From an optimization exercise on the open Yosys and OpenROAD flow, aimed at small area and a short achievable clock period; shortcuts taken in it are not production practice. In this exercise RTL edits were held to simulation tests only and were not proved equivalent to the original. No activity file was given, so power comes from the tool's default toggle rates.

==> 01-16: inputs <==
==> flow/design.v <==
module reorder_buffer_mc #(
    parameter int unsigned DEPTH    = 16,
    parameter int unsigned IDX_W    = 4,
    parameter int unsigned DATA_W   = 32,
    parameter int unsigned COMMIT_W = 2,
    parameter int unsigned CDB_N    = 2
) (
    input  logic                         clk,
    input  logic                         rst,
    input  logic                         flush,
    input  logic                         alloc_valid,
    input  logic [4:0]                   alloc_rd,
    output logic                         alloc_ready,
    output logic [IDX_W-1:0]             alloc_tag,
    input  logic [CDB_N-1:0]             cdb_valid,
    input  logic [CDB_N*IDX_W-1:0]       cdb_tag,
    input  logic [CDB_N*DATA_W-1:0]      cdb_data,
    output logic [COMMIT_W-1:0]          commit_valid,
    output logic [COMMIT_W*5-1:0]        commit_rd,
    output logic [COMMIT_W*DATA_W-1:0]   commit_data,
    output logic [IDX_W-1:0]             rob_head,
    output logic [IDX_W:0]               count,
    output logic                         empty,
    output logic                         full
);
    localparam int unsigned CNT_W = IDX_W + 1;
    logic              busy_q [DEPTH];
    logic              done_q [DEPTH];
    logic [4:0]        rd_q   [DEPTH];
    logic [DATA_W-1:0] data_q [DEPTH];
    logic [IDX_W-1:0]  head_q, head_d;
    logic [IDX_W-1:0]  tail_q, tail_d;
    logic [CNT_W-1:0]  count_q, count_d;
    logic              flush_w;
    logic              alloc_fire;
    logic [CNT_W-1:0]  ncommit;
    logic              chain;
    logic [IDX_W-1:0]  cidx;
    assign flush_w = flush;
    assign alloc_ready = !flush_w && (count_q < CNT_W'(DEPTH));
    assign alloc_fire  = alloc_valid && alloc_ready;
    assign alloc_tag   = tail_q;
    assign rob_head    = head_q;
    assign count       = count_q;
    assign empty       = (count_q == '0);
    assign full        = (count_q == CNT_W'(DEPTH));
    always_comb begin
        commit_valid = '0;
        commit_rd    = '0;
        commit_data  = '0;
        ncommit      = '0;
        chain        = !flush_w;
        cidx         = '0;
        for (int unsigned k = 0; k < COMMIT_W; k++) begin
            cidx  = head_q + IDX_W'(k);
            chain = chain && busy_q[cidx] && done_q[cidx] && (CNT_W'(k) < count_q);
            commit_valid[k]                 = chain;
            commit_rd[k*5 +: 5]             = rd_q[cidx];
            commit_data[k*DATA_W +: DATA_W] = data_q[cidx];
            if (chain) begin
                ncommit = ncommit + CNT_W'(1);
            end
        end
    end
    always_comb begin
        head_d  = head_q + ncommit[IDX_W-1:0];
        tail_d  = tail_q + IDX_W'(alloc_fire);
        count_d = count_q + CNT_W'(alloc_fire) - ncommit;
    end
    always_ff @(posedge clk) begin
        if (rst || flush_w) begin
            head_q  <= '0;
            tail_q  <= '0;
            count_q <= '0;
            for (int unsigned i = 0; i < DEPTH; i++) begin
                busy_q[i] <= 1'b0;
                done_q[i] <= 1'b0;
            end
        end else begin
            head_q  <= head_d;
            tail_q  <= tail_d;
            count_q <= count_d;
            if (alloc_fire) begin
                busy_q[tail_q] <= 1'b1;
                done_q[tail_q] <= 1'b0;
                rd_q[tail_q]   <= alloc_rd;
                data_q[tail_q] <= '0;
            end
            for (int unsigned i = 0; i < CDB_N; i++) begin
                if (cdb_valid[i] && busy_q[cdb_tag[i*IDX_W +: IDX_W]]) begin
                    done_q[cdb_tag[i*IDX_W +: IDX_W]] <= 1'b1;
                    data_q[cdb_tag[i*IDX_W +: IDX_W]] <= cdb_data[i*DATA_W +: DATA_W];
                end
            end
            for (int unsigned k = 0; k < COMMIT_W; k++) begin
                if (commit_valid[k]) begin
                    busy_q[head_q + IDX_W'(k)] <= 1'b0;
                    done_q[head_q + IDX_W'(k)] <= 1'b0;
                end
            end
        end
    end
endmodule
==> flow/run.sh <==
#!/bin/bash
# synth_recipe.tcl (not shown) runs the flow's synth.tcl, then flattens the netlist and writes it again
# the make line also repeats each setting of config.mk as NAME=value (left out here)
make -C /OpenROAD-flow-scripts/flow DESIGN_CONFIG=/design/flow/config.mk WORK_HOME=/design/flow/orfs CLKGATE_MAP_FILE= SYNTH_SCRIPT=/design/flow/synth_recipe.tcl finish
==> flow/config.mk <==
export PLATFORM = sky130hd
export DESIGN_NAME = reorder_buffer_mc
export DESIGN_NICKNAME = reorder_buffer_mc
export VERILOG_FILES = /design/flow/design.v
export SDC_FILE = /design/flow/constraint.sdc
export NUM_CORES = 4
export LEC_CHECK = 0
export CAP_MARGIN = 20
export CORE_MARGIN = 2
export CORE_UTILIZATION = 35
export PLACE_DENSITY = 0.5
export SLEW_MARGIN = 20
==> flow/constraint.sdc <==
create_clock -name core_clock -period 6.0 [get_ports {clk}]
set_input_delay 1.2000 -clock core_clock [delete_from_list [all_inputs] [get_ports {clk}]]
set_output_delay 1.2000 -clock core_clock [all_outputs]
set_load 0.01 [all_outputs]
==> inputs of 06-12, as changes to 01-16 <==
==> flow/design.v, changed modules only <==
module reorder_buffer_mc #(
    parameter int unsigned DEPTH    = 16,
    parameter int unsigned IDX_W    = 4,
    parameter int unsigned DATA_W   = 32,
    parameter int unsigned COMMIT_W = 2,
    parameter int unsigned CDB_N    = 2
) (
    input  logic                         clk,
    input  logic                         rst,
    input  logic                         flush,
    input  logic                         alloc_valid,
    input  logic [4:0]                   alloc_rd,
    output logic                         alloc_ready,
    output logic [IDX_W-1:0]             alloc_tag,
    input  logic [CDB_N-1:0]             cdb_valid,
    input  logic [CDB_N*IDX_W-1:0]       cdb_tag,
    input  logic [CDB_N*DATA_W-1:0]      cdb_data,
    output logic [COMMIT_W-1:0]          commit_valid,
    output logic [COMMIT_W*5-1:0]        commit_rd,
    output logic [COMMIT_W*DATA_W-1:0]   commit_data,
    output logic [IDX_W-1:0]             rob_head,
    output logic [IDX_W:0]               count,
    output logic                         empty,
    output logic                         full
);
    localparam int unsigned HALF = DEPTH / 2;
    localparam int unsigned EW   = DATA_W + 6;    
    logic              busy_q [DEPTH];
    logic              done_q [DEPTH];
    logic [4:0]        rd_q   [DEPTH];
    logic [DATA_W-1:0] data_q [DEPTH];
    logic [IDX_W-1:0]  head_q, tail_q;
    logic [IDX_W:0]    count_q;
    logic              alloc_fire;
    logic [1:0]        ncommit;
    assign alloc_ready = !flush && !count_q[IDX_W];
    assign alloc_fire  = alloc_valid && alloc_ready;
    assign alloc_tag   = tail_q;
    assign rob_head    = head_q;
    assign count       = count_q;
    assign empty       = (count_q == '0);
    assign full        = count_q[IDX_W];
    logic [IDX_W-2:0] oidx, eidx;
    logic [EW-1:0]    ord, erd;
    logic [EW-1:0]    p0, p1;
    assign oidx = head_q[IDX_W-1:1];
    assign eidx = head_q[IDX_W-1:1] + (IDX_W-1)'(head_q[0]);
    logic [HALF-1:0] osel, esel;
    always_comb begin
        for (int unsigned j = 0; j < HALF; j++) begin
            osel[j] = (oidx == (IDX_W-1)'(j));
            esel[j] = (eidx == (IDX_W-1)'(j));
        end
    end
    for (genvar b = 0; b < EW; b++) begin : g_rd
        logic [HALF-1:0] ob, eb;
        for (genvar j = 0; j < HALF; j++) begin : g_col
            assign ob[j] = (b == EW-1) ? done_q[2*j+1] : (b >= DATA_W) ? rd_q[2*j+1][b-DATA_W] : data_q[2*j+1][b];
            assign eb[j] = (b == EW-1) ? done_q[2*j]   : (b >= DATA_W) ? rd_q[2*j][b-DATA_W]   : data_q[2*j][b];
        end
        rob_rdbit u_rd (.osel(osel), .esel(esel), .ob(ob), .eb(eb), .swap(head_q[0]), .p0(p0[b]), .p1(p1[b]));
    end
    assign commit_valid[0]   = !flush && p0[EW-1];
    assign commit_valid[1]   = !flush && p0[EW-1] && p1[EW-1];
    assign commit_rd         = {p1[DATA_W +: 5], p0[DATA_W +: 5]};
    assign commit_data       = {p1[DATA_W-1:0], p0[DATA_W-1:0]};
    assign ncommit           = {commit_valid[1], commit_valid[0] && !commit_valid[1]};
    always_ff @(posedge clk) begin
        if (rst || flush) begin
            head_q  <= '0;
            tail_q  <= '0;
            count_q <= '0;
        end else begin
            head_q  <= head_q + IDX_W'(ncommit);
            tail_q  <= tail_q + IDX_W'(alloc_fire);
            count_q <= count_q + (IDX_W+1)'(alloc_fire) - (IDX_W+1)'(ncommit);
        end
    end
    for (genvar e = 0; e < DEPTH; e++) begin : g_ent
        logic hit0, hit1, w0, wr, at_tail, retire;
        assign hit0    = cdb_valid[0] && (cdb_tag[0 +: IDX_W] == IDX_W'(e));
        assign hit1    = cdb_valid[1] && (cdb_tag[IDX_W +: IDX_W] == IDX_W'(e));
        assign w0      = hit0 && !hit1;    
        assign wr      = hit0 || hit1;
        assign at_tail = alloc_fire && (tail_q == IDX_W'(e));
        assign retire  = (commit_valid[0] && head_q == IDX_W'(e)) ||
                         (commit_valid[1] && head_q == IDX_W'(e - 1));
        always_ff @(posedge clk) begin
            if (rst || flush) begin
                busy_q[e] <= 1'b0;
                done_q[e] <= 1'b0;
            end else begin
                if (retire) begin
                    busy_q[e] <= 1'b0;
                    done_q[e] <= 1'b0;
                end else if (at_tail) begin
                    busy_q[e] <= 1'b1;
                    done_q[e] <= 1'b0;
                end else if (wr && busy_q[e]) begin
                    done_q[e] <= 1'b1;
                end
            end
        end
        logic hold;
        assign hold = !wr;
        always_ff @(posedge clk) begin
            if (at_tail) rd_q[e] <= alloc_rd;
        end
        for (genvar b = 0; b < DATA_W; b++) begin : g_bit
            logic nxt;
            rob_wrbit u_wr (.w0(w0), .d0(cdb_data[b]), .w1(hit1), .d1(cdb_data[DATA_W+b]),
                            .hold(hold), .q(data_q[e][b]), .d(nxt));
            always_ff @(posedge clk) data_q[e][b] <= nxt;
        end
    end
endmodule
module rob_wrbit (
    input  logic w0, d0, w1, d1, hold, q,
    output logic d
);
    assign d = (w0 & d0) | (w1 & d1) | (hold & q);
endmodule
module rob_rdbit (
    input  logic [7:0] osel, esel, ob, eb,
    input  logic       swap,
    output logic       p0, p1
);
    logic o, e;
    assign o  = |(osel & ob);
    assign e  = |(esel & eb);
    assign p0 = swap ? o : e;
    assign p1 = swap ? e : o;
endmodule
--- a/flow/config.mk
+++ b/flow/config.mk
@@ -12 +12,2 @@
 export SLEW_MARGIN = 20
+export SYNTH_HIERARCHICAL = 1
==> comparison table <==
metric	06-12	01-16
Share of the final layout cell area in sequential cells	42.1%	43.6%
Worst hold endpoint	busy_q[0]$_SDFFE_PP0P_	done_q[3]$_SDFF_PP0_
Maximum number of pins on one net before global-route repair	42	129
Cell Int Power	8.71 mW	7.62 mW
Met2 global-route usage	42.2%	42.3%
Last weighted congestion value of the routability-driven placer	0.828	0.886
Netlist Area Pre-Place	0.0266 mm²	0.0373 mm²
Period minus WS final	5.74 ns	5.69 ns
Total wire length after detailed routing	110,000 µm	141,000 µm
Non-clock buffering overhead in the final layout	7.32%	5.89%
Core area	0.0756 mm²	0.106 mm²
Detail-routed net length per standard cell	29.2 µm	32.8 µm
CTS Buf Count	73	78
Number of enable-type register cells in the synthesized netlist	80	592
Achievable frequency	174 MHz	176 MHz
HPWL after DPL	63,400 µm	79,100 µm
Hold Startpoint	busy_q[0]$_SDFFE_PP0P_	done_q[3]$_SDFF_PP0_
Reg2Reg Setup Slack	1.23 ns	0.92 ns
Initial Util	35.2%	35.4%
Routed met1 length	44,600 µm	52,800 µm
Result of the run	timing/DRC/antenna clean	timing/DRC/antenna clean

re-timing with driven ports:
The flow's constraints put no driver on any port. The routed layouts listed below were extracted and timed again, unchanged, in two steps. Step 1, drivers: a clkbuf_16 drives clk and a buf_2 each remaining input, both assumed. Step 2 also shifts input and output timing later by t, the mid clock arrival at the registers, as if the neighbouring blocks saw the same clock. Slacks: ideal / step 1 / step 2; pairs: ideal / step 1.
run	t, ns	setup slack, ns	worst setup path at the end	latest minus earliest clock arrival (ns)
01-16	0.706	0.306 / 0.237 / 0.755	input to register	0.031 / 0.031
06-12	0.674	0.258 / 0.197 / 0.871	register to output	0.036 / 0.036
After both steps setup and hold are still met in every run listed.
